Background: an optimization exercise with open tools, aiming at small area, a short achievable clock period and few clock cycles per item. Do not read the settings as production practice.
No functional check of the RTL was part of any run shown here.
Power is estimated from default activity; no workload was simulated.

$ cat flow/design.v
`timescale 1ns / 1ps
package oult_pkg;
  localparam int ValueW = 32;
  localparam int PosW   = 5;
  localparam int CountW = 5;
  typedef enum logic [1:0] {
    CMD_LOOKUP = 2'd0,
    CMD_INSERT = 2'd1,
    CMD_REMOVE = 2'd2,
    CMD_SPARE  = 2'd3
  } cmd_t;
  typedef enum logic [2:0] {
    STAT_OK       = 3'd0,
    STAT_RANGE    = 3'd1,
    STAT_DUP      = 3'd2,
    STAT_NOTFOUND = 3'd3,
    STAT_FULL     = 3'd4
  } status_t;
endpackage
`timescale 1ns / 1ps
module oult_cell (
  input  logic                          clk,
  input  logic                          load,
  input  logic [oult_pkg::ValueW-1:0]   wr_val,
  input  logic [oult_pkg::ValueW-1:0]   key,
  output logic                          eq
);
  logic [oult_pkg::ValueW-1:0] entry_r;
  always_ff @(posedge clk) begin
    if (load) entry_r <= wr_val;
  end
  assign eq = (entry_r == key);
endmodule
`timescale 1ns / 1ps
module ordered_unique_list_table #(
  parameter int CAPACITY = 16
) (
  input  logic        clk,
  input  logic        rst_n,
  input  logic        in_tvalid,
  output logic        in_tready,
  input  logic [39:0] in_tdata,    
  output logic        out_tvalid,
  input  logic        out_tready,
  output logic [15:0] out_tdata    
);
  localparam int CW   = $clog2(CAPACITY + 1);
  localparam int OUTQ = 3;
  localparam int OW   = $clog2(OUTQ + 1);
  localparam int RW   = 4 + oult_pkg::CountW;    
  logic [CAPACITY-1:0] valid_r;
  logic [CW-1:0]       count_r;
  logic                vld2_r;
  logic                ins2_r;      
  logic                rem2_r;      
  logic                bad2_r;      
  logic [CAPACITY-1:0] hit2_r;
  logic [CAPACITY-1:0] park2_r;     
  logic [OUTQ-1:0]     qv_r;
  logic [RW-1:0]       qd_r [OUTQ];
  logic [OW-1:0]       outst_r;     
  logic                rdy_r;
  logic                        in_acc;
  logic [1:0]                  in_cmd;
  logic [oult_pkg::PosW-1:0]   in_pos;
  logic [oult_pkg::ValueW-1:0] in_val;
  assign in_tready = rdy_r;
  assign in_acc    = in_tvalid && rdy_r;
  assign in_cmd    = in_tdata[1:0];
  assign in_pos    = in_tdata[6:2];
  assign in_val    = in_tdata[38:7];
  logic                present;
  logic                full;
  logic                do_ins;
  logic                do_rem;
  logic [CAPACITY-1:0] ins_k;
  logic [CAPACITY-1:0] rem_k;
  logic [CW-1:0]       count_nxt;
  logic [2:0]          status;
  assign present = |hit2_r;
  assign full    = count_r[CW-1];    
  assign do_ins  = vld2_r && ins2_r && !bad2_r && !full && !present;
  assign do_rem  = vld2_r && rem2_r && present;
  assign ins_k   = park2_r & {CAPACITY{do_ins}};
  assign rem_k   = hit2_r & {CAPACITY{vld2_r && rem2_r}};
  always_comb begin
    count_nxt = count_r;
    if (do_ins)      count_nxt = count_r + CW'(1);
    else if (do_rem) count_nxt = count_r - CW'(1);
  end
  always_comb begin
    if (ins2_r) begin
      if (bad2_r)       status = oult_pkg::STAT_RANGE;
      else if (present) status = oult_pkg::STAT_DUP;
      else if (full)    status = oult_pkg::STAT_FULL;
      else              status = oult_pkg::STAT_OK;
    end else begin
      status = present ? oult_pkg::STAT_OK : oult_pkg::STAT_NOTFOUND;
    end
  end
  logic [CAPACITY-1:0] valid_nxt;
  assign valid_nxt = (valid_r & ~rem_k) | ins_k;
  logic [CAPACITY-1:0] avail_all, avail_exc;
  logic [CAPACITY-1:0] first_all, first_exc;
  logic [CAPACITY-1:0] park_nxt;
  assign avail_all = ~valid_r | rem_k;
  assign avail_exc = avail_all & ~park2_r;
  always_comb begin
    logic seen_a, seen_e;
    seen_a = 1'b0;
    seen_e = 1'b0;
    for (int k = 0; k < CAPACITY; k++) begin
      first_all[k] = avail_all[k] && !seen_a;
      first_exc[k] = avail_exc[k] && !seen_e;
      seen_a       = seen_a || avail_all[k];
      seen_e       = seen_e || avail_exc[k];
    end
  end
  assign park_nxt = do_ins ? first_exc : first_all;
  logic [CAPACITY-1:0] eq_k;
  for (genvar k = 0; k < CAPACITY; k++) begin : g_slot
    oult_cell u_cell (
      .clk    (clk),
      .load   (park_nxt[k]),
      .wr_val (in_val),
      .key    (in_val),
      .eq     (eq_k[k])
    );
  end
  logic [CAPACITY-1:0] hit_nxt;
  logic                bad_nxt;
  assign hit_nxt = eq_k & valid_nxt;
  assign bad_nxt = {1'b0, in_pos} > {{(oult_pkg::PosW + 1 - CW){1'b0}}, count_nxt};
  logic          pop;
  logic          push;
  logic [RW-1:0] res;
  assign pop  = qv_r[0] && out_tready;
  assign push = vld2_r;
  assign res  = {count_nxt[oult_pkg::CountW-1:0], present, status};
  logic [OUTQ-1:0] qv_nxt;
  logic [RW-1:0]   qd_nxt [OUTQ];
  always_comb begin
    for (int i = 0; i < OUTQ; i++) begin
      logic above, below, tgt;
      above = (i + 1 < OUTQ) ? qv_r[(i + 1) % OUTQ] : 1'b0;
      below = (i == 0) ? 1'b1 : qv_r[(i + OUTQ - 1) % OUTQ];
      tgt = push && (pop ? (qv_r[i] && !above) : (!qv_r[i] && below));
      qv_nxt[i] = (pop ? above : qv_r[i]) || tgt;
      if (tgt)      qd_nxt[i] = res;
      else if (pop) qd_nxt[i] = (i + 1 < OUTQ) ? qd_r[(i + 1) % OUTQ] : qd_r[i];
      else          qd_nxt[i] = qd_r[i];
    end
  end
  logic [OW-1:0] outst_nxt;
  always_comb begin
    outst_nxt = outst_r;
    if (in_acc && !pop)      outst_nxt = outst_r + OW'(1);
    else if (!in_acc && pop) outst_nxt = outst_r - OW'(1);
  end
  always_ff @(posedge clk) begin
    if (!rst_n) begin
      valid_r <= '0;
      count_r <= '0;
      vld2_r  <= 1'b0;
      qv_r    <= '0;
      outst_r <= '0;
      rdy_r   <= 1'b1;
    end else begin
      valid_r <= valid_nxt;
      count_r <= count_nxt;
      vld2_r  <= in_acc;
      qv_r    <= qv_nxt;
      outst_r <= outst_nxt;
      rdy_r   <= outst_nxt < OW'(OUTQ);
    end
  end
  always_ff @(posedge clk) begin
    ins2_r  <= in_cmd == oult_pkg::CMD_INSERT;
    rem2_r  <= in_cmd == oult_pkg::CMD_REMOVE;
    bad2_r  <= bad_nxt;
    hit2_r  <= hit_nxt;
    park2_r <= park_nxt;
    for (int i = 0; i < OUTQ; i++) qd_r[i] <= qd_nxt[i];
  end
  assign out_tvalid = qv_r[0];
  assign out_tdata  = {7'd0, qd_r[0]};
endmodule
$ cat flow/run.sh
#!/bin/bash
# synth_recipe.tcl (not shown) runs the flow's synth.tcl, then flattens the netlist and writes it again
# the make line also repeats each setting of config.mk as NAME=value (left out here)
make -C /OpenROAD-flow-scripts/flow DESIGN_CONFIG=/design/flow/config.mk WORK_HOME=/design/flow/orfs CLKGATE_MAP_FILE= SYNTH_SCRIPT=/design/flow/synth_recipe.tcl finish
$ cat flow/config.mk
export PLATFORM = sky130hd
export DESIGN_NAME = ordered_unique_list_table
export DESIGN_NICKNAME = ordered_unique_list_table
export VERILOG_FILES = /design/flow/design.v
export SDC_FILE = /design/flow/constraint.sdc
export NUM_CORES = 4
export LEC_CHECK = 0
export ABC_CLOCK_PERIOD_IN_PS = 2500
export CAP_MARGIN = 20
export CORE_MARGIN = 2
export CORE_UTILIZATION = 40
export SETUP_SLACK_MARGIN = 2.0
export SLEW_MARGIN = 20
$ cat flow/constraint.sdc
create_clock -name core_clock -period 4.5 [get_ports {clk}]
set_input_delay 0.9000 -clock core_clock [delete_from_list [all_inputs] [get_ports {clk}]]
set_output_delay 0.9000 -clock core_clock [all_outputs]
set_load 0.01 [all_outputs]
==> metrics.yaml, run 1 <==
final_nets: 1951
crit_start: "vld2_r"
die_x_um: 253.5
critPathMaxStageDelay_ns: 0.51
status: "no timing/DRC/antenna violations"
grt_antenna_before_repair: 1
routed_wl_um: 65270
core_um2: 61600
worstReg2RegStart: "vld2_r"
total_power_mw: 12.25
path_delay_family: "simple AND/OR/NAND/NOR gates"
grt_util_all_layers_pct: 19.98
slew_headroom_pct: 32.26
whs_path_depth: 2
fmax_mhz: 344.9
cp.required_ns: 4.81
maxCapViolCount: 0
avgSynthCellArea_um2: 15.06
synth_top_area_cell: "edfxtp_1"
grt_first_pass_wirelength_um: 93090
p_leak_nw: 10.95
worstSetupEndpointType: "flip-flop"
hold_viol_final: 0
cts-root-buf: "clkbuf_16"
setup_viol: 0
power_density_nw_per_um2: 391.6
ys_ff_latch: 602
finalSetupTns_ns: 0
cts.sinks: 602
drive_above_1_share_pct: 20.55
ant_nets: 0
cp.depth: 10
grt_max_degree: 37
cts_max_path_buffers: 3
yosysWarnings: 4
via_count: 14380
hold_class: "reg -> reg"
gr-total-overflow: 0
htree_levels: 3
syn_area_um2: 24910
period_needed_ns: 2.899
io_buffers: 53
async_reset_ff_share_pct: 0
area_delta_synth_final_pct: 25.66
floorplan.initialDensity_pct: 40.43
worstRegToRegCells: 10
path_class: "reg -> reg"
placementRows: 91
grt_setup_unrepaired: "true"
maxSlewViolCount: 0
dr.pass1.iters: 5
synth_common_cells: "edfxtp_1 (539), xor2_1 (480), nor4_1 (128)"
clk_latency_ns: 0.60
path_max_fanout: 8
cp_data_arrival_time_ns: 3.21
yosysSeqAreaShare_pct: 70.05
start_kind: "flip-flop"
cts_made_buffers: 66
synthCells: 1654
drc_errors: 0
first_iter_violations: 1274
hp-start: "qd_r[2][0]"
clock-skew-final_ns: 0.01535
dp_hpwl_um: 37280
clk_pin_slew_ns: 0.06
grt_pass1_vias: 14060
path_buf_inv: 4
synth_edf_count: 539
place_congestion: 0.8716
vdd_drop_max_v: 0.0002451
period_share_pct: 64.43
dieArea_um2: 64280
die_h_um: 253.5
io_pins: 62
dominantRegCellSynth: "edfxtp_1"
synth_cell_types: 57
yosys.cell_count.top_type: "edfxtp_1"
via_per_inst: 5.155
yosys-top-cells-area: "edfxtp_1 (65%), xor2_1 (17%), dfxtp_1 (5.1%)"
crit_top_cell: "buf_6"
worstPathCellList: "buf_8, nand2_8, o211ai_1, a2111o_1, or2_4, or4_4, buf_6, o2bb2ai_4, buf_6, clkbuf_16"
wl_per_cell_um: 23.40
crit_path_top_delay_cell: "or4_4"
ctsHoldBuffers: 0
synth_top_area_share_pct: 64.99
tritoncts: "done"
tightestPinTransition_ns: 1.015
layout by cell type (no fill, tap or decap), types with 9 or more instances in the layout:
master	Yosys	layout
a21oi_1	38	30
and2_1	11	9
buf_12	0	33
buf_16	0	14
buf_2	2	32
buf_4	7	97
buf_6	3	30
clkbuf_1	58	17
clkbuf_16	0	87
clkdlybuf4s50_1	0	21
clkinv_2	0	10
dfxtp_1	63	43
dfxtp_2	0	17
edfxtp_1	539	539
inv_1	14	14
nand2_1	41	40
nand3_1	17	12
nand4_1	40	40
nor2_1	45	39
nor3_1	25	21
nor4_1	128	125
o21ai_0	25	24
xnor2_1	36	34
xor2_1	480	480
final cells by class:
type / count / area [um^2]
inverter: 15 / 58.81
timing repair buffer: 249 / 2963
tap: 837 / 1047
clock inverter: 24 / 242.7
fill: 5078 / 30300
clock buffer: 95 / 1948
multi-input combinational: 966 / 7556
antenna: 1 / 2.502
sequential: 602 / 17480
flip-flops by register name, summed over array words and instances, names as in the netlist:
| register | flops |
|---|---|
| park2_r | 16 |
| qd_r | 27 |
| rdy_r | 1 |
| ins2_r | 1 |
| vld2_r | 1 |
| g_slot.u_cell.entry_r | 512 |
| qv_r | 3 |
| hit2_r | 16 |
| rem2_r | 1 |
| valid_r | 16 |
| count_r | 5 |
| outst_r | 2 |
| bad2_r | 1 |
timing repair:
action	in CTS	in global routing
pin swaps	16	16
gates cloned	21	17
setup buffers	53	32
resized for setup	118	60
hold endpoints to repair	0	0
setup endpoints to repair	537	480
through the flow:
step / std cells / hold slack, ns / instance area (um^2) / setup WS [ns] / utilization, %
after CTS: 2739 / 0.5230 / 30390 / 1.678 / 49.33
after floorplan: 1660 / 0.4759 / 25110 / 1.562 / -
after global placement: 2546 / 0.4990 / 26780 / 1.041 / 43.47
after global routing: 2788 / 0.5410 / 31300 / 1.570 / 50.81
final: 2789 / 0.5195 / 31300 / 1.601 / 50.81
after detailed placement: 2546 / 0.5095 / 26780 / 0.9867 / 43.47
worst reg2reg max path, delay by kind of cell (launching register included):
kind	cells	cell delay [ns]
AND/OR/NAND/NOR	3	0.86
buffers and inverters	4	0.59
AO/OA/AOI/OAI	3	0.83
flip-flops	1	0.33
layer usage:
metal	vias up	share of wire (%)	GRT usage, %
met3	101	4.7	3.360
met4	0	2.5	5.714
met1	7358	45	27.87
met5	-	0	0
li1	6543	-	-
met2	376	47	32.23
path summary, 6_finish.rpt:
path | to | slack (ns)
setup / recovery | g_slot[15].u_cell.entry_r[0] | 1.60
hold / removal | qd_r[1][0] | 0.52
setup reg to reg | g_slot[15].u_cell.entry_r[0] | 1.60
hold reg to reg | qd_r[1][0] | 0.52
report_power, final:
group | switching, mW | internal [mW]
Sequential | 0.0193 | 6.12
Combinational | 0.433 | 0.217
Clock | 2.17 | 3.30
kinds of logic (layout without fill, tap and decap cells):
kind of cell | Yosys count | in the layout | share of synthesized area, %
XOR/XNOR | 516 | 516 | 18.15
adder cells (fa/ha/maj) | 7 | 7 | 0.3516
flip-flops | 602 | 602 | 70.05
AND/OR/NAND/NOR | 331 | 331 | 7.314
other | 1 | 8 | 0.01506
buffers and inverters | 98 | 383 | 1.683
AO/OA/AOI/OAI | 99 | 105 | 2.442
==> inputs of run 2 (changes only) <==
--- a/flow/design.v
+++ b/flow/design.v
@@ -54,6 +54,8 @@
   logic                ins2_r;      
   logic                rem2_r;      
   logic                bad2_r;      
+  logic                ok2_r;       
+  logic                pres2_r;     
   logic [CAPACITY-1:0] hit2_r;
   logic [CAPACITY-1:0] park2_r;     
   logic [OUTQ-1:0]     qv_r;
@@ -77,9 +79,9 @@
   logic [CAPACITY-1:0] rem_k;
   logic [CW-1:0]       count_nxt;
   logic [2:0]          status;
-  assign present = |hit2_r;
+  assign present = pres2_r;
   assign full    = count_r[CW-1];    
-  assign do_ins  = vld2_r && ins2_r && !bad2_r && !full && !present;
+  assign do_ins  = vld2_r && ok2_r && !present;
   assign do_rem  = vld2_r && rem2_r && present;
   assign ins_k   = park2_r & {CAPACITY{do_ins}};
   assign rem_k   = hit2_r & {CAPACITY{vld2_r && rem2_r}};
@@ -129,8 +131,10 @@
   end
   logic [CAPACITY-1:0] hit_nxt;
   logic                bad_nxt;
+  logic                full_nxt;
   assign hit_nxt = eq_k & valid_nxt;
-  assign bad_nxt = {1'b0, in_pos} > {{(oult_pkg::PosW + 1 - CW){1'b0}}, count_nxt};
+  assign bad_nxt  = {1'b0, in_pos} > {{(oult_pkg::PosW + 1 - CW){1'b0}}, count_nxt};
+  assign full_nxt = count_nxt[CW-1];
   logic          pop;
   logic          push;
   logic [RW-1:0] res;
@@ -178,6 +182,8 @@
     ins2_r  <= in_cmd == oult_pkg::CMD_INSERT;
     rem2_r  <= in_cmd == oult_pkg::CMD_REMOVE;
     bad2_r  <= bad_nxt;
+    ok2_r   <= in_cmd == oult_pkg::CMD_INSERT && !bad_nxt && !full_nxt;
+    pres2_r <= |hit_nxt;
     hit2_r  <= hit_nxt;
     park2_r <= park_nxt;
     for (int i = 0; i < OUTQ; i++) qd_r[i] <= qd_nxt[i];
==> run 2 against run 1 <==
Compared with the run above:
- clock-buffer cell count grew 1
- critical endpoint is now g_slot[8].u_cell.entry_r[17]
- synthesized cell count shrank 0.54%
- non-clock buffer count shrank 78
- register-to-register slack gained 0.38 ns
- maximum frequency grew 15%
==> metrics.yaml, run 2 <==
seq_area_um2: 17500
path_delay_family: "simple AND/OR/NAND/NOR gates"
grt_pass1_vias: 13970
period_needed_ns: 2.524
final_area_um2: 30020
placementRows: 91
clk_latency_ns: 0.61
synth_cell_types: 54
setup_viol: 0
place_inst: 2527
num_antenna_cells: 0
slew_headroom_pct: 30.72
htree_levels: 3
power_density_nw_per_um2: 401.0
dp_hpwl_um: 36010
whs_ns: 0.4913
drc_errors: 0
worstSetupEndpointType: "flip-flop"
hold_viol_final: 0
grt_max_degree: 35
worstPathCellList: "and3b_2, o21ai_4, nor3_4, nand2_1, or4b_4, a21oi_4, buf_12"
async_reset_ff_share_pct: 0
routed_wl_um: 61220
finalSetupTns_ns: 0
p_leak_nw: 10.38
die_h_um: 254.6
ant_nets: 0
yosys.cell_count.top_type: "edfxtp_1"
cp_data_arrival_time_ns: 2.81
drive_above_1_share_pct: 17.47
syn_area_um2: 25110
fin_cells: 2703
dr.pass1.iters: 5
path_buf_inv: 1
period_share_pct: 56.09
first_iter_violations: 872
grt_antenna_before_repair: 2
crit_path_top_delay_cell: "or4b_4"
fmax_mhz: 396.2
cts.sinks: 604
maxCapViolCount: 0
via_per_inst: 5.066
via_count: 13690
clock-skew-final_ns: 0.03255
cts_made_buffers: 66
regMostFlops: "g_slot.u_cell.entry_r"
status: "no timing/DRC/antenna violations"
vdd_drop_max_v: 0.0003017
floorplan.initialDensity_pct: 40.54
tightestPinTransition_ns: 1.037
synth_top_area_cell: "edfxtp_1"
tritoncts: "done"
cts_max_path_buffers: 3
clk_pin_slew_ns: 0.06
critPathMaxStageDelay_ns: 0.55
hold_class: "in -> reg"
dominantRegCellSynth: "edfxtp_1"
area_delta_synth_final_pct: 19.55
path_max_fanout: 33
yosysWarnings: 4
post_dp_cell_area_um2: 26910
core_um2: 61940
wl_per_cell_um: 22.65
synth_edf_count: 539
io_buffers: 53
dieArea_um2: 64800
nFillCells: 5360
reg_top3: "g_slot.u_cell.entry_r: 512 flops, qd_r: 27 flops"
final_nets: 1865
yosys-top-cells-area: "edfxtp_1 (64%), xor2_1 (18%), dfxtp_1 (5.2%)"
grt_setup_unrepaired: "true"
maxSlewViolCount: 0
grt_first_pass_wirelength_um: 90230
gr-total-overflow: 0
largest_register_ffs: 512
io_pins: 62
final_common_cell: "edfxtp_1"
start_kind: "flip-flop"
avgSynthCellArea_um2: 15.26
cp.required_ns: 4.79
final_cell_mix: "edfxtp_1 (539), xor2_1 (515), nor4_1 (128), buf_4 (92), clkbuf_16 (70)"
synth_top_area_share_pct: 64.46
ys_ff_latch: 604
grt_util_all_layers_pct: 19.18
path_class: "reg -> reg"
cts-root-buf: "clkbuf_16"
yosysSeqAreaShare_pct: 69.64
synthCells: 1645
place_congestion: 0.7959
synth_common_cells: "edfxtp_1 (539), xor2_1 (516), nor4_1 (134)"
die_x_um: 254.6
multiInputGateArea_um2: 7597
## run 2: worst reg2reg max path: cells and delay by family (launching register included)
kind	cells	cell delay [ns]
buf+inv	1	0.21
simple gates	4	1.27
compound gates	2	0.26
flops	1	0.43
## run 2: report_power, final
part           internal [mW]  switching, mW
Sequential              6.14         0.0208
Combinational          0.224          0.423
Clock                   3.02           2.21
Total                   9.39           2.65
## run 2: cells by family after synthesis
kind of cell,Yosys count,share of synthesized area [%]
other,1,0.01493
AO/OA/AOI/OAI,87,2.158
adder cells (fa/ha/maj),7,0.3488
buffers and inverters,98,2.003
multiplexers,9,0.4036
XOR/XNOR,517,18.03
AND/OR/NAND/NOR,322,7.400
flip-flops,604,69.64
## run 2: timing repair
action / in CTS / in global routing
pin swaps: 18 / 7
hold buffers: 0 / 0
endpoints found under the setup margin: 543 / 446
buffers inserted: 34 / 12
gates resized for setup: 50 / 45
cloned: 7 / 3
## run 2: area by class of cell
class,count,area share [%]
clock buffers,96,6.352
clock inverters,24,0.6252
inverters,15,0.1876
multi-input cells,956,25.31
flip-flops and latches,604,58.30
well taps,837,3.489
repair buffers,171,5.739
## run 2: path summary, 6_finish.rpt
kind                startpoint  slack [ns]  depth (start not counted)                      endpoint
setup / recovery        vld2_r        1.98                          7  g_slot[8].u_cell.entry_r[17]
hold / removal    in_tdata[20]        0.49                          1  g_slot[8].u_cell.entry_r[13]
setup reg to reg        vld2_r        1.98                          7  g_slot[8].u_cell.entry_r[17]
hold reg to reg          rdy_r        0.52                          1                        vld2_r
## run 2: metrics by stage
stage / total power, mW / utilization [%] / setup slack (ns)
6_report: 12.04 / 48.47 / 1.976
5_1_grt: 12.40 / 48.47 / 1.907
4_1_cts: 12.14 / 47.89 / 1.933
3_5_place_dp: 6.916 / 43.45 / 1.063
3_3_place_gp: 6.904 / 43.45 / 1.111
2_1_floorplan: 6.614 / - / 1.857
## run 2: layer usage
metal / GRT usage, % / up-vias / wire, um
met2: 32.46 / 327 / 29990
met5: 0 / - / 0
met1: 25.36 / 6922 / 26540
met4: 5.681 / 0 / 1739
met3: 3.276 / 108 / 2948
li1: - / 6336 / -
==> inputs of run 3 (changes only) <==
--- a/flow/config.mk
+++ b/flow/config.mk
@@ -5,9 +5,8 @@
 export SDC_FILE = /design/flow/constraint.sdc
 export NUM_CORES = 4
 export LEC_CHECK = 0
-export ABC_CLOCK_PERIOD_IN_PS = 2500
 export CAP_MARGIN = 20
 export CORE_MARGIN = 2
 export CORE_UTILIZATION = 40
-export SETUP_SLACK_MARGIN = 2.0
+export SETUP_SLACK_MARGIN = 2.5
 export SLEW_MARGIN = 20
==> run 3 against run 2 <==
Compared with the run above:
- clock-buffer cell count shrank 6
- cell count rose by 4.7%
- die area is the same
- wire length increased by 9.0%
- largest cell class unchanged
- power rose by 3.1%
- clock skew barely moved
- sequential power hardly changed
==> metrics.yaml, run 3 <==
synth_top_area_share_pct: 64.46
p_leak_nw: 11.62
crit_top_cell: "buf_6"
synth_top_area_cell: "edfxtp_1"
period_needed_ns: 2.693
clk_latency_ns: 0.61
tritoncts: "done"
hold_path_end: "qd_r[0][5]"
grt_setup_unrepaired: "true"
syn_area_um2: 25110
reg_top3: "g_slot.u_cell.entry_r: 512 flops, qd_r: 27 flops"
grt_pass1_vias: 14870
yosysWarnings: 4
hold_class: "reg -> reg"
num_antenna_cells: 0
status: "no timing/DRC/antenna violations"
ctsHoldBuffers: 0
via_count: 14670
period_share_pct: 59.83
yosys-top-cells-area: "edfxtp_1 (64%), xor2_1 (18%), dfxtp_1 (5.2%)"
clock-skew-final_ns: 0.03217
cts_max_path_buffers: 3
fmax_mhz: 371.4
grt_max_degree: 34
crit_path_top_delay_cell: "nor4_4"
cts.sinks: 604
maxCapViolCount: 0
drive_above_1_share_pct: 27.70
vdd_drop_max_v: 0.0003230
cp_data_arrival_time_ns: 3.02
clk_pin_slew_ns: 0.06
total_power_mw: 12.41
whs_path_depth: 2
core_um2: 61940
place_inst: 2527
timing.rr.end: "g_slot[12].u_cell.entry_r[19]"
io_pins: 62
final_common_cell: "edfxtp_1"
grt_util_all_layers_pct: 20.51
cts_made_buffers: 66
multiInputGateArea_um2: 8327
wl_per_cell_um: 23.58
ys_ff_latch: 604
critPathMaxStageDelay_ns: 0.37
worstSetupEndpointType: "flip-flop"
finalSetupTns_ns: 0
start_kind: "flip-flop"
htree_levels: 3
dieArea_um2: 64800
gr-total-overflow: 0
worstReg2RegStart: "vld2_r"
first_iter_violations: 969
nFillCells: 4974
die_h_um: 254.6
whs_ns: 0.5225
floorplan.initialDensity_pct: 40.54
drc_errors: 0
path_class: "reg -> reg"
dominantRegCellSynth: "edfxtp_1"
placementRows: 91
hp-start: "qd_r[1][5]"
ant_nets: 0
synthCells: 1645
place_congestion: 0.7906
yosysSeqAreaShare_pct: 69.64
cp.required_ns: 4.83
fin_util_pct: 53.06
fin_ws_ns: 1.807
power_density_nw_per_um2: 377.7
async_reset_ff_share_pct: 0
io_buffers: 53
maxSlewViolCount: 0
die_x_um: 254.6
path_max_fanout: 8
fin_cells: 2830
final_cell_mix: "edfxtp_1 (539), xor2_1 (513), nor4_1 (116), buf_4 (97), buf_6 (93)"
synth_common_cells: "edfxtp_1 (539), xor2_1 (516), nor4_1 (134)"
synth_cell_types: 54
worstPathCellList: "buf_12, buf_16, buf_6, o211ai_1, nand3_2, nor4_4, buf_4, nand3_4, buf_6, o22a_4, nor2_4, clkbuf_16"
yosys.cell_count.top_type: "edfxtp_1"
area_delta_synth_final_pct: 30.88
worstRegToRegCells: 12
grt_antenna_before_repair: 0
routed_wl_um: 66720
hold_viol_final: 0
slew_headroom_pct: 60.46
avgSynthCellArea_um2: 15.26
seq_area_um2: 17500
dr.pass1.iters: 4
tightestPinTransition_ns: 0.5868
regMostFlops: "g_slot.u_cell.entry_r"
r2r_setup_slack_ns: 1.81
grt_first_pass_wirelength_um: 96880
post_dp_cell_area_um2: 26990
dp_hpwl_um: 36090
pre_cts_ws_ns: 1.257
final_area_um2: 32860
largest_register_ffs: 512
synth_edf_count: 539
final_nets: 1994
setup_viol: 0
via_per_inst: 5.183
cts-root-buf: "clkbuf_16"
==> run 3: critical path: cells and delay by family (launching register included) <==
family	cells	cell delay, ns
DFF	1	0.36
buffers and inverters	6	0.92
and+or+nand+nor	4	0.83
AOI/OAI and AO/OA	2	0.31
==> run 3: repair_timing <==
action	CTS	global route
gates resized for setup	272	115
gates cloned	31	8
endpoints found under the setup margin	587	549
pin swaps	44	41
setup buffers	118	28
==> run 3: layer usage <==
metal | global-route usage [%] | vias up | routed length, um
li1 | - | 6620 | -
met1 | 27.50 | 7543 | 28920
met2 | 34.53 | 403 | 33060
met3 | 2.980 | 101 | 2913
met4 | 6.449 | 0 | 1819
met5 | 0 | - | 0
==> run 3: report_power, final <==
group / internal [mW] / switching (mW)
registers: 6.14 / 0.0197
clock network: 3.34 / 2.20
logic: 0.262 / 0.448
total: 9.74 / 2.67
==> run 3: worst max path at each step <==
stage | startpoint | endpoint | slack [ns] | cells after the start
6_report | vld2_r | g_slot[12].u_cell.entry_r[19] | 1.81 | 12
3_3_place_gp | in_tdata[36] | pres2_r | 1.27 | 8
3_5_place_dp | in_tdata[22] | pres2_r | 1.26 | 8
5_1_grt | vld2_r | g_slot[12].u_cell.entry_r[19] | 1.73 | 12
2_1_floorplan | vld2_r | g_slot[15].u_cell.entry_r[0] | 1.92 | 8
4_1_cts | vld2_r | g_slot[14].u_cell.entry_r[1] | 1.94 | 11
==> run 3: cells by family after synthesis <==
kind of cell    after synthesis  share of synthesized area (%)
other cells                   1                        0.01493
mux                           9                         0.4036
fa+ha+maj                     7                         0.3488
compound gates               87                          2.158
xor+xnor                    517                          18.03
flops                       604                          69.64
buf+inv                      98                          2.003
simple gates                322                          7.400
==> run 3: final cells by class <==
cell class	instances	area share [%]
Clock buffer	90	5.707
Clock inverter	28	1.108
Inverter	15	0.1713
Multi-Input combinational cell	960	25.34
Sequential cell	604	53.26
Tap cell	837	3.187
Timing Repair Buffer	296	11.23
==> inputs of run 4 (changes only) <==
--- a/flow/design.v
+++ b/flow/design.v
@@ -55,7 +55,6 @@
   logic                rem2_r;      
   logic                bad2_r;      
   logic                ok2_r;       
-  logic                pres2_r;     
   logic [CAPACITY-1:0] hit2_r;
   logic [CAPACITY-1:0] park2_r;     
   logic [OUTQ-1:0]     qv_r;
@@ -79,7 +78,7 @@
   logic [CAPACITY-1:0] rem_k;
   logic [CW-1:0]       count_nxt;
   logic [2:0]          status;
-  assign present = pres2_r;
+  assign present = |hit2_r;
   assign full    = count_r[CW-1];    
   assign do_ins  = vld2_r && ok2_r && !present;
   assign do_rem  = vld2_r && rem2_r && present;
@@ -102,23 +101,22 @@
   end
   logic [CAPACITY-1:0] valid_nxt;
   assign valid_nxt = (valid_r & ~rem_k) | ins_k;
-  logic [CAPACITY-1:0] avail_all, avail_exc;
-  logic [CAPACITY-1:0] first_all, first_exc;
+  logic [CAPACITY-1:0] avail;
+  logic [CAPACITY-1:0] first_av;
+  logic                none_av;
+  logic                rem_any;
   logic [CAPACITY-1:0] park_nxt;
-  assign avail_all = ~valid_r | rem_k;
-  assign avail_exc = avail_all & ~park2_r;
+  assign avail   = ~valid_r & ~park2_r;
+  assign none_av = ~|avail;
+  assign rem_any = vld2_r && rem2_r && present;
   always_comb begin
-    logic seen_a, seen_e;
-    seen_a = 1'b0;
-    seen_e = 1'b0;
     for (int k = 0; k < CAPACITY; k++) begin
-      first_all[k] = avail_all[k] && !seen_a;
-      first_exc[k] = avail_exc[k] && !seen_e;
-      seen_a       = seen_a || avail_all[k];
-      seen_e       = seen_e || avail_exc[k];
+      first_av[k] = avail[k] && !(|(avail & ((CAPACITY'(1) << k) - CAPACITY'(1))));
     end
   end
-  assign park_nxt = do_ins ? first_exc : first_all;
+  assign park_nxt = !none_av ? first_av :
+                    rem_any  ? rem_k :
+                    park2_r & {CAPACITY{!do_ins}};
   logic [CAPACITY-1:0] eq_k;
   for (genvar k = 0; k < CAPACITY; k++) begin : g_slot
     oult_cell u_cell (
@@ -183,7 +181,6 @@
     rem2_r  <= in_cmd == oult_pkg::CMD_REMOVE;
     bad2_r  <= bad_nxt;
     ok2_r   <= in_cmd == oult_pkg::CMD_INSERT && !bad_nxt && !full_nxt;
-    pres2_r <= |hit_nxt;
     hit2_r  <= hit_nxt;
     park2_r <= park_nxt;
     for (int i = 0; i < OUTQ; i++) qd_r[i] <= qd_nxt[i];
--- a/flow/config.mk
+++ b/flow/config.mk
@@ -7,6 +7,8 @@
 export LEC_CHECK = 0
 export CAP_MARGIN = 20
 export CORE_MARGIN = 2
-export CORE_UTILIZATION = 40
-export SETUP_SLACK_MARGIN = 2.5
+export CORE_UTILIZATION = 60
+export CTS_CLUSTER_DIAMETER = 100
+export CTS_CLUSTER_SIZE = 30
+export SETUP_SLACK_MARGIN = 2.0
 export SLEW_MARGIN = 20
==> run 4 against run 3 <==
Compared with the run above:
- register-to-register slack improved by 0.02 ns
- flip-flop and latch count decreased by 1
- design area decreased by 13%
- power decreased by 17%
- maximum frequency increased by 0.88%
- sequential share of layout area increased by 8.1 points
- critical path depth decreased by 3
- first-iteration DRC count increased by 40%
- area after synthesis decreased by 0.53%
- critical path type unchanged
- largest power group unchanged
==> metrics.yaml, run 4 <==
floorplan.initialDensity_pct: 61.03
worstSetupEndpointType: "flip-flop"
cts-root-buf: "clkbuf_16"
synth_common_cells: "edfxtp_1 (539), xor2_1 (512), nor4_1 (136)"
grt_first_pass_wirelength_um: 87110
final_common_cell: "edfxtp_1"
grtUsageMet2_pct: 42.97
post_dp_cell_area_um2: 26340
grt_pass1_vias: 13380
switchingPower_mw: 2.404
period_share_pct: 59.31
grt_util_all_layers_pct: 27.05
synth_edf_count: 539
yosys-top-cells-area: "edfxtp_1 (65%), xor2_1 (18%), dfxtp_1 (5.1%)"
die_x_um: 208.0
tritoncts: "done"
synth_top_area_share_pct: 64.80
dr.pass1.iters: 5
drc_errors: 0
maxCapViolCount: 0
start_kind: "flip-flop"
ctsHoldBuffers: 0
combPwrFrac_pct: 10.3
regMostFlops: "g_slot.u_cell.entry_r"
hold_class: "reg -> reg"
p_seq_share_pct: 63.3
first_iter_violations: 1354
setup_viol: 0
grt_antenna_before_repair: 0
async_reset_ff_share_pct: 0
final_nets: 1824
internal_power_mw: 7.880
status: "no timing/DRC/antenna violations"
clk_latency_ns: 0.60
drive_above_1_share_pct: 14.07
yosysSeqAreaShare_pct: 69.93
routed_wl_um: 58170
slew_headroom_pct: 28.63
grt.busiest_layer: "met2"
period_needed_ns: 2.669
fmax_mhz: 374.7
power_density_nw_per_um2: 361.0
wl_per_cell_um: 25.04
place_inst: 2213
placementRows: 74
io_pins: 62
largest_register_ffs: 512
ant_nets: 0
final_area_um2: 28490
grt_setup_unrepaired: "true"
path_max_fanout: 33
die_h_um: 208.0
htree_levels: 1
gr-total-overflow: 0
cts_made_buffers: 24
cp.required_ns: 4.79
p_clk_share_pct: 26.4
num_antenna_cells: 0
clock-skew-final_ns: 0.04236
avgSynthCellArea_um2: 15.31
syn_area_um2: 24980
dp_hpwl_um: 35030
dieArea_um2: 43270
yosys.cell_count.top_type: "edfxtp_1"
cp_data_arrival_time_ns: 2.96
finalSetupTns_ns: 0
clk_pin_slew_ns: 0.12
ys_ff_latch: 603
synth_top_area_cell: "edfxtp_1"
path_class: "reg -> reg"
fin_cells: 2323
fin_ws_ns: 1.831
met3_usage_pct: 2.294
core_um2: 40920
dominantRegCellSynth: "edfxtp_1"
vdd_drop_max_v: 0.0003502
cts.sinks: 603
hold_viol_final: 0
synth_cell_types: 52
grt_use_met1_pct: 41.71
p_leak_nw: 9.821
yosysWarnings: 4
via_per_inst: 5.904
reg_top3: "g_slot.u_cell.entry_r: 512 flops, qd_r: 27 flops"
grt_max_degree: 34
tightestPinTransition_ns: 1.069
p_sw_share_pct: 23.38
maxSlewViolCount: 0
io_buffers: 53
area_delta_synth_final_pct: 14.06
final_cell_mix: "edfxtp_1 (539), xor2_1 (512), nor4_1 (132), buf_4 (71), dfxtp_1 (58)"
synthCells: 1631
pre_cts_ws_ns: 0.9801
via_count: 13720
cts_max_path_buffers: 3
place_congestion: 0.7914
[run 4: changes by cell type after synthesis, moves of 5 or more]
cell	delta
buf_1	+14
nand3_1	-12
xnor2_1	+5
a221o_1	+13
nor3_1	+6
nor2_1	+25
nand2_1	+12
clkbuf_1	+34
buf_2	-48
mux2_2	-6
and2_1	-14
nor2b_1	-17
a21oi_1	-25
a22oi_1	+14
[run 4: metal layers]
layer	vias up	routed length, um
met2	418	27190
met1	7007	26710
met4	0	1150
met5	-	0
li1	6226	-
met3	65	3122
[run 4: power groups by stage]
stage | registers [mW] | logic [mW] | clock network [mW]
3_5_place_dp | 6.64 | 0.928 | 0
3_3_place_gp | 6.63 | 0.911 | 0
5_1_grt | 6.53 | 1.15 | 2.93
2_1_floorplan | 6.63 | 0.557 | 0
6_report | 6.51 | 1.06 | 2.72
4_1_cts | 6.51 | 1.06 | 2.76
[run 4: path summary, 6_finish.rpt]
check / end / cells past startpoint / start / slack, ns
worst max-delay path: g_slot[7].u_cell.entry_r[9] / 9 / hit2_r[3] / 1.83
worst min-delay path: qd_r[1][8] / 2 / qd_r[2][8] / 0.54
worst max register to register: g_slot[7].u_cell.entry_r[9] / 9 / hit2_r[3] / 1.83
worst min register to register: qd_r[1][8] / 2 / qd_r[2][8] / 0.54
[run 4: per-stage QoR]
stage,total power [mW],hold WS (ns),utilization [%]
2_1_floorplan,7.182,0.4848,-
3_3_place_gp,7.542,0.4956,64.37
3_5_place_dp,7.569,0.5089,64.37
4_1_cts,10.33,0.5326,69.20
5_1_grt,10.61,0.5379,69.61
6_report,10.28,0.5354,69.61
[run 4: worst max-delay path, cell delays in order, from the launching register on]
cell and delay, ns:
dfxtp_2 0.36, nor4_4 0.33, and4_4 0.28, buf_12 0.16, inv_12 0.06, a2111oi_4 0.41, buf_6 0.22, buf_4 0.13
a221o_2 0.17, buf_12 0.20
[run 4: cells by family after synthesis]
group / count (synthesis) / share of synthesized area [%]
buf+inv: 100 / 1.833
xor+xnor: 518 / 18.16
compound gates: 78 / 2.289
mux: 7 / 0.2956
fa+ha+maj: 7 / 0.3507
flops: 603 / 69.93
other cells: 1 / 0.01501
simple gates: 317 / 7.119
[run 4: final cells by class]
cell class,count,area (um^2)
fillers,2815,12440
clock inverters,1,30.03
repair buffers,193,2263
flip-flops and latches,603,17480
multi-input cells,934,7282
clock buffers,43,693.2
inverters,17,76.32
well taps,532,665.6
[run 4: repair_timing]
action,CTS,global route
setup endpoints to repair,550,537
gates cloned,20,2
gates resized for setup,105,13
endpoints found under the hold margin,0,0
pin swaps,20,7
buffers inserted,37,7
==> inputs of run 5 (changes only) <==
--- a/flow/config.mk
+++ b/flow/config.mk
@@ -7,8 +7,6 @@
 export LEC_CHECK = 0
 export CAP_MARGIN = 20
 export CORE_MARGIN = 2
-export CORE_UTILIZATION = 60
-export CTS_CLUSTER_DIAMETER = 100
-export CTS_CLUSTER_SIZE = 30
+export CORE_UTILIZATION = 40
 export SETUP_SLACK_MARGIN = 2.0
 export SLEW_MARGIN = 20
==> run 5 against run 4 <==
Compared with the run above:
- non-clock buffer count down 57
- largest cell class unchanged
- via count decreased by 1.6%
- critical path type unchanged
- clock skew shrank 0.013 ns
- power up 23%
- sequential share of layout area fell by 2.0 points
- cell count rose by 14%
- clock-buffer cell count is 48 higher
- global-route usage down 8.1 points
- hold slack worse by 0.0084 ns
==> metrics.yaml, run 5 <==
grt_antenna_before_repair: 0
yosys.cell_count.top_type: "edfxtp_1"
grt_pass1_vias: 13620
io_pins: 62
largest_register_ffs: 512
worstReg2RegStart: "hit2_r[0]"
htree_levels: 3
yosys-top-cells-area: "edfxtp_1 (65%), xor2_1 (18%), dfxtp_1 (5.1%)"
yosysSeqAreaShare_pct: 69.93
ctsHoldBuffers: 0
final_common_cell: "edfxtp_1"
hold_viol_final: 0
synth_edf_count: 539
via_per_inst: 5.116
dr.pass1.iters: 7
reg_top3: "g_slot.u_cell.entry_r: 512 flops, qd_r: 27 flops"
hp-start: "qd_r[2][6]"
synth_top_area_cell: "edfxtp_1"
fmax_mhz: 372.3
fin_cells: 2639
final_cell_mix: "edfxtp_1 (539), xor2_1 (512), nor4_1 (134), clkbuf_16 (71), dfxtp_1 (60)"
maxCapViolCount: 0
start_kind: "flip-flop"
die_h_um: 253.9
p_leak_nw: 10.08
cts.sinks: 603
synth_cell_types: 52
clock-skew-final_ns: 0.02945
hold_class: "reg -> reg"
path_buf_inv: 1
yosysWarnings: 4
slew_headroom_pct: 25.38
vdd_drop_max_v: 0.0003702
timing.rr.end: "ok2_r"
grt_max_degree: 34
finalSetupTns_ns: 0
drive_above_1_share_pct: 14.26
io_buffers: 53
post_dp_cell_area_um2: 26730
place_inst: 2508
first_iter_violations: 1141
critPathMaxStageDelay_ns: 0.42
drc_errors: 0
async_reset_ff_share_pct: 0
path_class: "reg -> reg"
cts_max_path_buffers: 3
routed_wl_um: 59510
cp_data_arrival_time_ns: 3.17
worstRegToRegCells: 10
grt.busiest_layer: "met2"
dp_hpwl_um: 34890
pre_cts_ws_ns: 1.037
tritoncts: "done"
fin_ws_ns: 1.814
grt_setup_unrepaired: "true"
period_share_pct: 59.69
core_um2: 61710
die_x_um: 253.9
met3_usage_pct: 2.991
crit_top_cell: "nor4_4"
ys_ff_latch: 603
floorplan.initialDensity_pct: 40.47
via_count: 13500
worstPathCellList: "nor4_4, and4_4, buf_8, nor4_4, or3_4, nand2_2, ha_1, mux2i_1, a21oi_2, a2111oi_2"
setup_viol: 0
crit_path_top_delay_cell: "and4_4"
dieArea_um2: 64460
place_congestion: 0.7948
syn_area_um2: 24980
hold_path_end: "qd_r[1][6]"
placementRows: 91
synth_common_cells: "edfxtp_1 (539), xor2_1 (512), nor4_1 (136)"
final_area_um2: 29440
dominantRegCellSynth: "edfxtp_1"
whs_path_depth: 2
crit_start: "hit2_r[0]"
clk_pin_slew_ns: 0.06
area_delta_synth_final_pct: 17.88
grt_first_pass_wirelength_um: 88870
regMostFlops: "g_slot.u_cell.entry_r"
grt_use_met1_pct: 25.91
period_needed_ns: 2.686
synthCells: 1631
status: "no timing/DRC/antenna violations"
path_delay_family: "simple AND/OR/NAND/NOR gates"
total_power_mw: 12.67
tightestPinTransition_ns: 1.118
grtUsageMet2_pct: 31.33
num_antenna_cells: 0
cp.required_ns: 4.99
cts_made_buffers: 66
worstSetupEndpointType: "flip-flop"
final_nets: 1809
power_density_nw_per_um2: 430.4
maxSlewViolCount: 0
cts-root-buf: "clkbuf_16"
gr-total-overflow: 0
path_max_fanout: 5
wl_per_cell_um: 22.55
clk_latency_ns: 0.59
nFillCells: 5359
avgSynthCellArea_um2: 15.31
grt_util_all_layers_pct: 18.94
ant_nets: 0
synth_top_area_share_pct: 64.80
r2r_setup_slack_ns: 1.81
-- run 5: how the worst max path moves through the flow --
stage                                   endpoint  slack [ns]  cells past startpoint
finish                                     ok2_r        1.81                     10
CTS                                        ok2_r        1.86                     10
global placement                           ok2_r        1.09                     10
floorplan           g_slot[15].u_cell.entry_r[0]        1.75                      6
global route                               ok2_r        1.72                     10
detailed placement                         ok2_r        1.04                     10
-- run 5: cell type report --
cell class / count / area, um^2 / share of cell area (%)
multi-input combinational: 934 / 7366 / 25.02
clock buffer: 91 / 1828 / 6.209
sequential: 603 / 17470 / 59.34
clock inverter: 21 / 221.5 / 0.7522
tap: 837 / 1047 / 3.557
timing repair buffer: 136 / 1438 / 4.883
inverter: 17 / 71.32 / 0.2422
-- run 5: worst register-to-register path: stages, from the launching register on --
cell and delay [ns]:
dfxtp_2 0.33, nor4_4 0.38, and4_4 0.42, buf_8 0.17, nor4_4 0.06, or3_4 0.39, nand2_2 0.08, ha_1 0.23
mux2i_1 0.19, a21oi_2 0.07, a2111oi_2 0.26
-- run 5: per-layer routing --
layer,up-vias,wire length (um)
met4,0,1446
li1,6228,-
met3,93,2515
met5,-,0
met2,318,28830
met1,6863,26720
-- run 5: logic make-up after synthesis --
group,after synthesis,share of synthesized area [%]
muxes,7,0.2956
and+or+nand+nor,317,7.119
DFF,603,69.93
adders and majority gates,7,0.3507
AOI/OAI and AO/OA,78,2.289
buffers and inverters,100,1.833
other,1,0.01501
xor gates and xnor gates,518,18.16
-- run 5: repair_timing --
action / CTS / global route
setup buffers: 14 / 1
pin swaps: 16 / 3
gates cloned: 0 / 4
resized for setup: 80 / 13
setup endpoints to repair: 558 / 524
-- run 5: report_power, final --
part           switching, mW  total, mW  internal [mW]  leakage [nW]
combinational          0.634      0.976          0.342          3.65
clock                   2.11       5.17           3.06         0.996
sequential             0.105       6.52           6.42          5.43
total                   2.85       12.7           9.82          10.1
-- run 5: through the flow --
step / hold WS (ns) / util (%)
6_report: 0.5270 / 47.71
5_1_grt: 0.5485 / 47.71
4_1_cts: 0.5315 / 47.47
3_5_place_dp: 0.5169 / 43.31
3_3_place_gp: 0.5003 / 43.31
2_1_floorplan: 0.4848 / -

[separate check: timing with driven ports]
No port has a modelled driver above. Below, the same layouts with a new extraction and two added sets of constraints. Step 1 (the two cells are an assumption about what drives the block):
set clk [get_ports {clk}]
set_driving_cell -lib_cell sky130_fd_sc_hd__clkbuf_16 $clk
set_driving_cell -lib_cell sky130_fd_sc_hd__buf_2 [delete_from_list [all_inputs] $clk]
Step 2 moves the port delays by t, midway between the first and last clock arrival at a register: inputs arrive t later, outputs are due t later. That takes back most of the time a late clock gives input paths. Slacks: ideal ports / drivers / drivers and shift; pairs: ideal ports / drivers.
run | shift t [ns] | slack for setup (ns) | latest minus earliest clock arrival (ns) | slew at the worst register clock pin (ns) | pins driven straight from the clock port
run 1 | 0.653 | 1.601 / 1.601 / 1.538 | 0.019 / 0.019 | 0.06 / 0.06 | 1
run 2 | 0.655 | 1.976 / 1.976 / 1.462 | 0.035 / 0.035 | 0.06 / 0.06 | 1
run 3 | 0.657 | 1.807 / 1.807 / 1.664 | 0.034 / 0.034 | 0.06 / 0.06 | 1
run 4 | 0.633 | 1.831 / 1.831 / 1.617 | 0.043 / 0.043 | 0.12 / 0.12 | 1
run 5 | 0.637 | 1.814 / 1.814 / 1.566 | 0.031 / 0.031 | 0.06 / 0.06 | 1
After both steps every run listed still meets setup and hold. For run 2, which loses most, drivers alone change the setup slack by 0.000 ns; drivers and shift together by -0.514 ns.
